What follows belongs to an exercise in optimizing a design on an open flow for small area; a production flow would make more cautious choices. Function was checked by simulation only, so behaviour that the tests miss may differ from the original. Power is estimated from default activity; no workload was simulated.

==> build 10: inputs <==
==> flow/design.v (excerpt) <==
module pipe_decode #(
  parameter int  WIDTH = 32,
  parameter int  NREG  = 32,
  parameter int  IMM_W = 16,
  localparam int AW    = $clog2(NREG)
) (
  input  logic             clk,
  input  logic             rst,
  input  logic             in_valid,
  output logic             in_ready,
  input  logic [31:0]      instr,
  input  logic             regDst,
  input  logic             regWrite,
  input  logic             memRead,
  input  logic             memToReg,
  input  logic             wb_en,
  input  logic [AW-1:0]    wb_addr,
  input  logic [WIDTH-1:0] wb_data,
  output logic             out_valid,
  input  logic             out_ready,
  output logic [WIDTH-1:0] out_rs_data,
  output logic [WIDTH-1:0] out_rt_data,
  output logic [WIDTH-1:0] out_imm,
  output logic [AW-1:0]    out_dest,
  output logic             out_regWrite,
  output logic             out_memRead,
  output logic             out_memToReg,
  output logic             stall
);
Settings: LEC_CHECK=0, CAP_MARGIN=10, CORE_MARGIN=2, CORE_UTILIZATION=50, GPL_TIMING_DRIVEN=0, PLACE_DENSITY=0.6, SLEW_MARGIN=10, SYNTH_HIERARCHICAL=1; clock period 5.0 ns.
standard.sh (not shown) runs the stock make flow with config.mk's settings and CLKGATE_MAP_FILE= SYNTH_SCRIPT=/design/flow/synth_recipe.tcl, a recipe that flattens the netlist after the stock synthesis.
==> flow/flow/run.sh <==
#!/bin/bash
# Layout flow: the standard flow (standard.sh), run in two calls.
#  1. The standard synthesis, unchanged.
#  2. Floorplan to final layout, with these changes to how cells are chosen:
#     * the port buffers are sky130_fd_sc_hd__buf_1 (the standard flow picks
#       a larger delay buffer), still one buffer on every input and output;
#     * the resizer may not use buffers larger than buf_2 or the
#       larger XOR gates, so it repairs slew on the register file's wide
#       select and data nets with small buffers;
#     * clock tree synthesis uses small clock buffers, larger sink clusters
#       and no dummy loads.
# Each call's full make output goes to its own log in this folder; ORFS's
# per-step logs stay under orfs/logs.
set -euo pipefail

bash standard.sh synth > flow_synth.log 2>&1

PLATFORM_DONT_USE="sky130_fd_sc_hd__probe_p_8 sky130_fd_sc_hd__probec_p_8
 sky130_fd_sc_hd__lpflow_bleeder_1
 sky130_fd_sc_hd__lpflow_clkbufkapwr_1 sky130_fd_sc_hd__lpflow_clkbufkapwr_16
 sky130_fd_sc_hd__lpflow_clkbufkapwr_2 sky130_fd_sc_hd__lpflow_clkbufkapwr_4
 sky130_fd_sc_hd__lpflow_clkbufkapwr_8
 sky130_fd_sc_hd__lpflow_clkinvkapwr_1 sky130_fd_sc_hd__lpflow_clkinvkapwr_16
 sky130_fd_sc_hd__lpflow_clkinvkapwr_2 sky130_fd_sc_hd__lpflow_clkinvkapwr_4
 sky130_fd_sc_hd__lpflow_clkinvkapwr_8
 sky130_fd_sc_hd__lpflow_decapkapwr_12 sky130_fd_sc_hd__lpflow_decapkapwr_3
 sky130_fd_sc_hd__lpflow_decapkapwr_4 sky130_fd_sc_hd__lpflow_decapkapwr_6
 sky130_fd_sc_hd__lpflow_decapkapwr_8
 sky130_fd_sc_hd__lpflow_inputiso0n_1 sky130_fd_sc_hd__lpflow_inputiso0p_1
 sky130_fd_sc_hd__lpflow_inputiso1n_1 sky130_fd_sc_hd__lpflow_inputiso1p_1
 sky130_fd_sc_hd__lpflow_inputisolatch_1
 sky130_fd_sc_hd__lpflow_isobufsrc_1 sky130_fd_sc_hd__lpflow_isobufsrc_16
 sky130_fd_sc_hd__lpflow_isobufsrc_2 sky130_fd_sc_hd__lpflow_isobufsrc_4
 sky130_fd_sc_hd__lpflow_isobufsrc_8 sky130_fd_sc_hd__lpflow_isobufsrckapwr_16
 sky130_fd_sc_hd__lpflow_lsbuf_lh_hl_isowell_tap_1
 sky130_fd_sc_hd__lpflow_lsbuf_lh_hl_isowell_tap_2
 sky130_fd_sc_hd__lpflow_lsbuf_lh_hl_isowell_tap_4
 sky130_fd_sc_hd__lpflow_lsbuf_lh_isowell_4
 sky130_fd_sc_hd__lpflow_lsbuf_lh_isowell_tap_1
 sky130_fd_sc_hd__lpflow_lsbuf_lh_isowell_tap_2
 sky130_fd_sc_hd__lpflow_lsbuf_lh_isowell_tap_4"
BIG_BUFS="sky130_fd_sc_hd__buf_4 sky130_fd_sc_hd__buf_6 sky130_fd_sc_hd__buf_8 sky130_fd_sc_hd__buf_12
 sky130_fd_sc_hd__buf_16 sky130_fd_sc_hd__bufbuf_8 sky130_fd_sc_hd__bufbuf_16
 sky130_fd_sc_hd__xor2_2 sky130_fd_sc_hd__xor2_4 sky130_fd_sc_hd__xnor2_2
 sky130_fd_sc_hd__xnor2_4"
DONT_USE=$(echo $PLATFORM_DONT_USE $BIG_BUFS)

bash standard.sh \
  "DONT_USE_CELLS=$DONT_USE" \
  "BUFFER_PORTS_ARGS=-buffer_cell sky130_fd_sc_hd__buf_1" \
  "CTS_ARGS=-sink_clustering_enable -repair_clock_nets -dont_use_dummy_load -sink_clustering_size 12 -sink_clustering_max_diameter 60 -buf_list {sky130_fd_sc_hd__clkbuf_4 sky130_fd_sc_hd__clkbuf_8}" \
  finish > flow_make.log 2>&1
==> inputs of trial 17, as changes to build 10 <==
--- a/flow/flow/run.sh
+++ b/flow/flow/run.sh
@@ -6,3 +6,3 @@
 #       a larger delay buffer), still one buffer on every input and output;
-#     * the resizer may not use buffers larger than buf_2 or the
+#     * the resizer may not use the largest buffers (buf_6 and up) or the
 #       larger XOR gates, so it repairs slew on the register file's wide
@@ -41,3 +41,3 @@
  sky130_fd_sc_hd__lpflow_lsbuf_lh_isowell_tap_4"
-BIG_BUFS="sky130_fd_sc_hd__buf_4 sky130_fd_sc_hd__buf_6 sky130_fd_sc_hd__buf_8 sky130_fd_sc_hd__buf_12
+BIG_BUFS="sky130_fd_sc_hd__buf_6 sky130_fd_sc_hd__buf_8 sky130_fd_sc_hd__buf_12
  sky130_fd_sc_hd__buf_16 sky130_fd_sc_hd__bufbuf_8 sky130_fd_sc_hd__bufbuf_16
Settings changed: CAP_MARGIN 10 to 20, CORE_UTILIZATION 50 to 40, PLACE_DENSITY 0.6 to 0.5, SLEW_MARGIN 10 to 20.
==> inputs of trial 79, as changes to build 10 <==
--- a/flow/flow/run.sh
+++ b/flow/flow/run.sh
@@ -6,6 +6,6 @@
 #       a larger delay buffer), still one buffer on every input and output;
-#     * the resizer may not use buffers larger than buf_2 or the
+#     * the resizer may not use the largest buffers (buf_6 and up) or the
 #       larger XOR gates, so it repairs slew on the register file's wide
 #       select and data nets with small buffers;
-#     * clock tree synthesis uses small clock buffers, larger sink clusters
+#     * clock tree synthesis uses small clock buffers (clkbuf_4 at the leaves)
 #       and no dummy loads.
@@ -41,3 +41,3 @@
  sky130_fd_sc_hd__lpflow_lsbuf_lh_isowell_tap_4"
-BIG_BUFS="sky130_fd_sc_hd__buf_4 sky130_fd_sc_hd__buf_6 sky130_fd_sc_hd__buf_8 sky130_fd_sc_hd__buf_12
+BIG_BUFS="sky130_fd_sc_hd__buf_6 sky130_fd_sc_hd__buf_8 sky130_fd_sc_hd__buf_12
  sky130_fd_sc_hd__buf_16 sky130_fd_sc_hd__bufbuf_8 sky130_fd_sc_hd__bufbuf_16
@@ -50,3 +50,3 @@
   "BUFFER_PORTS_ARGS=-buffer_cell sky130_fd_sc_hd__buf_1" \
-  "CTS_ARGS=-sink_clustering_enable -repair_clock_nets -dont_use_dummy_load -sink_clustering_size 12 -sink_clustering_max_diameter 60 -buf_list {sky130_fd_sc_hd__clkbuf_4 sky130_fd_sc_hd__clkbuf_8}" \
+  "CTS_ARGS=-sink_clustering_enable -repair_clock_nets -dont_use_dummy_load -sink_clustering_size 8 -sink_clustering_max_diameter 50 -sink_clustering_buffer sky130_fd_sc_hd__clkbuf_4 -buf_list {sky130_fd_sc_hd__clkbuf_4 sky130_fd_sc_hd__clkbuf_8}" \
   finish > flow_make.log 2>&1
Settings changed: CORE_UTILIZATION 50 to 60, PLACE_DENSITY 0.6 to 0.68.
==> inputs of trial 31, as changes to build 10 <==
--- a/flow/flow/run.sh
+++ b/flow/flow/run.sh
@@ -6,3 +6,3 @@
 #       a larger delay buffer), still one buffer on every input and output;
-#     * the resizer may not use buffers larger than buf_2 or the
+#     * the resizer may not use the largest buffers (buf_6 and up) or the
 #       larger XOR gates, so it repairs slew on the register file's wide
@@ -41,3 +41,3 @@
  sky130_fd_sc_hd__lpflow_lsbuf_lh_isowell_tap_4"
-BIG_BUFS="sky130_fd_sc_hd__buf_4 sky130_fd_sc_hd__buf_6 sky130_fd_sc_hd__buf_8 sky130_fd_sc_hd__buf_12
+BIG_BUFS="sky130_fd_sc_hd__buf_6 sky130_fd_sc_hd__buf_8 sky130_fd_sc_hd__buf_12
  sky130_fd_sc_hd__buf_16 sky130_fd_sc_hd__bufbuf_8 sky130_fd_sc_hd__bufbuf_16
==> comparison <==
Trial 31 ran to the end with no violations. Trial 17 finished clean. Trial 79 completed and failed the layout checks on negative setup slack. Build 10 finished but failed the layout checks on negative setup slack. Of build 10 and trial 31, build 10 has the higher first-iteration DRC count (gap about 1.1%, measured against trial 31). Between trial 17 and trial 31, the lower utilization is in trial 17 (gap 11 points). In area after synthesis, trial 17 and trial 79 do not differ. Clock power: trial 79 < build 10 < trial 31 < trial 17. Non-clock buffer count, highest first: trial 17, build 10, trial 31, trial 79. Via count: trial 17 is smaller than build 10 (about 1.2%). Between trial 17 and trial 31, the lower combinational power is in trial 31 (gap about 2%, measured against trial 31). The highest global-route usage belongs to trial 79, the lowest to trial 17.
==> figures <==
| quantity | trial 79 | trial 17 | build 10 | trial 31 |
|---|---|---|---|---|
| Result of the run | failed layout checks | timing/DRC/antenna clean | failed layout checks | timing/DRC/antenna clean |
| Violated checks | negative setup slack | - | negative setup slack | - |
| Setup violation total in the final timing report | 4 | 0 | 1 | 0 |
| Clock input transition at the sequential cells of the worst setup and hold paths | 0.10 ns | 0.08 ns | 0.08 ns | 0.09 ns |
| Power Dens Cells | 467 mW/mm2 | 464 mW/mm2 | 469 mW/mm2 | 466 mW/mm2 |
| Relative contribution of sequential cells to total power | 0.614 | 0.601 | 0.607 | 0.605 |
| Largest incremental delay on the critical path | 1.09 ns | 0.46 ns | 0.53 ns | 0.72 ns |
| Launching instance or port of the critical path | instr[21] | instr[25] | instr[24] | instr[21] |
| Ant diodes | 3 | 7 | 4 | 7 |
| Overall global routing resource usage | 0.507 | 0.386 | 0.458 | 0.464 |
| CP endpoint | pl_q[78] | in_ready | in_ready | pl_q[78] |
| Cell Area, Placed | 0.0432 mm2 | 0.0441 mm2 | 0.0434 mm2 | 0.0437 mm2 |
| Post-DP HPWL | 111,000 um | 132,000 um | 123,000 um | 123,000 um |
| Non-Clock Buffer Area Fraction | 0.0450 | 0.0509 | 0.0420 | 0.0488 |
| Chip Width | 263 um | 321 um | 288 um | 288 um |
| Final WS setup | -0.0383 ns | 0.283 ns | -0.00550 ns | 0.148 ns |
| Count of multi-input gates | 2,319 | 2,321 | 2,321 | 2,321 |
| Crit path capture type | flip-flop | primary output | primary output | flip-flop |

## port drivers added, routing unchanged
The results above use ideal ports. As a check the final layouts listed here were re-extracted and re-timed, cells and wires unchanged. Step 1 assumes that a clkbuf_16 drives the clock port and a buf_2 every other input. Step 2 also shifts input and output timing later by t, the mid clock arrival at the registers, as if the neighbouring blocks saw the same clock. a / b / c = no drivers / after step 1 / after step 2; a / b = the first two.
| run | t, ns | slack for setup (ns) | worst register clock-pin slew, ns |
|---|---|---|---|
| build 10 | 0.803 | -0.005 / -0.058 / -0.761 | 0.09 / 0.09 |
| trial 17 | 0.851 | 0.283 / 0.252 / -0.522 | 0.09 / 0.09 |
| trial 79 | 0.873 | -0.038 / -0.009 / -0.883 | 0.10 / 0.10 |
| trial 31 | 0.822 | 0.148 / 0.163 / -0.651 | 0.09 / 0.09 |
With both steps, setup timing fails in trial 17 and trial 31, where it was met with ideal ports. The setup slack of trial 79, which loses most, moves by +0.029 ns with the drivers and by -0.845 ns with both steps.
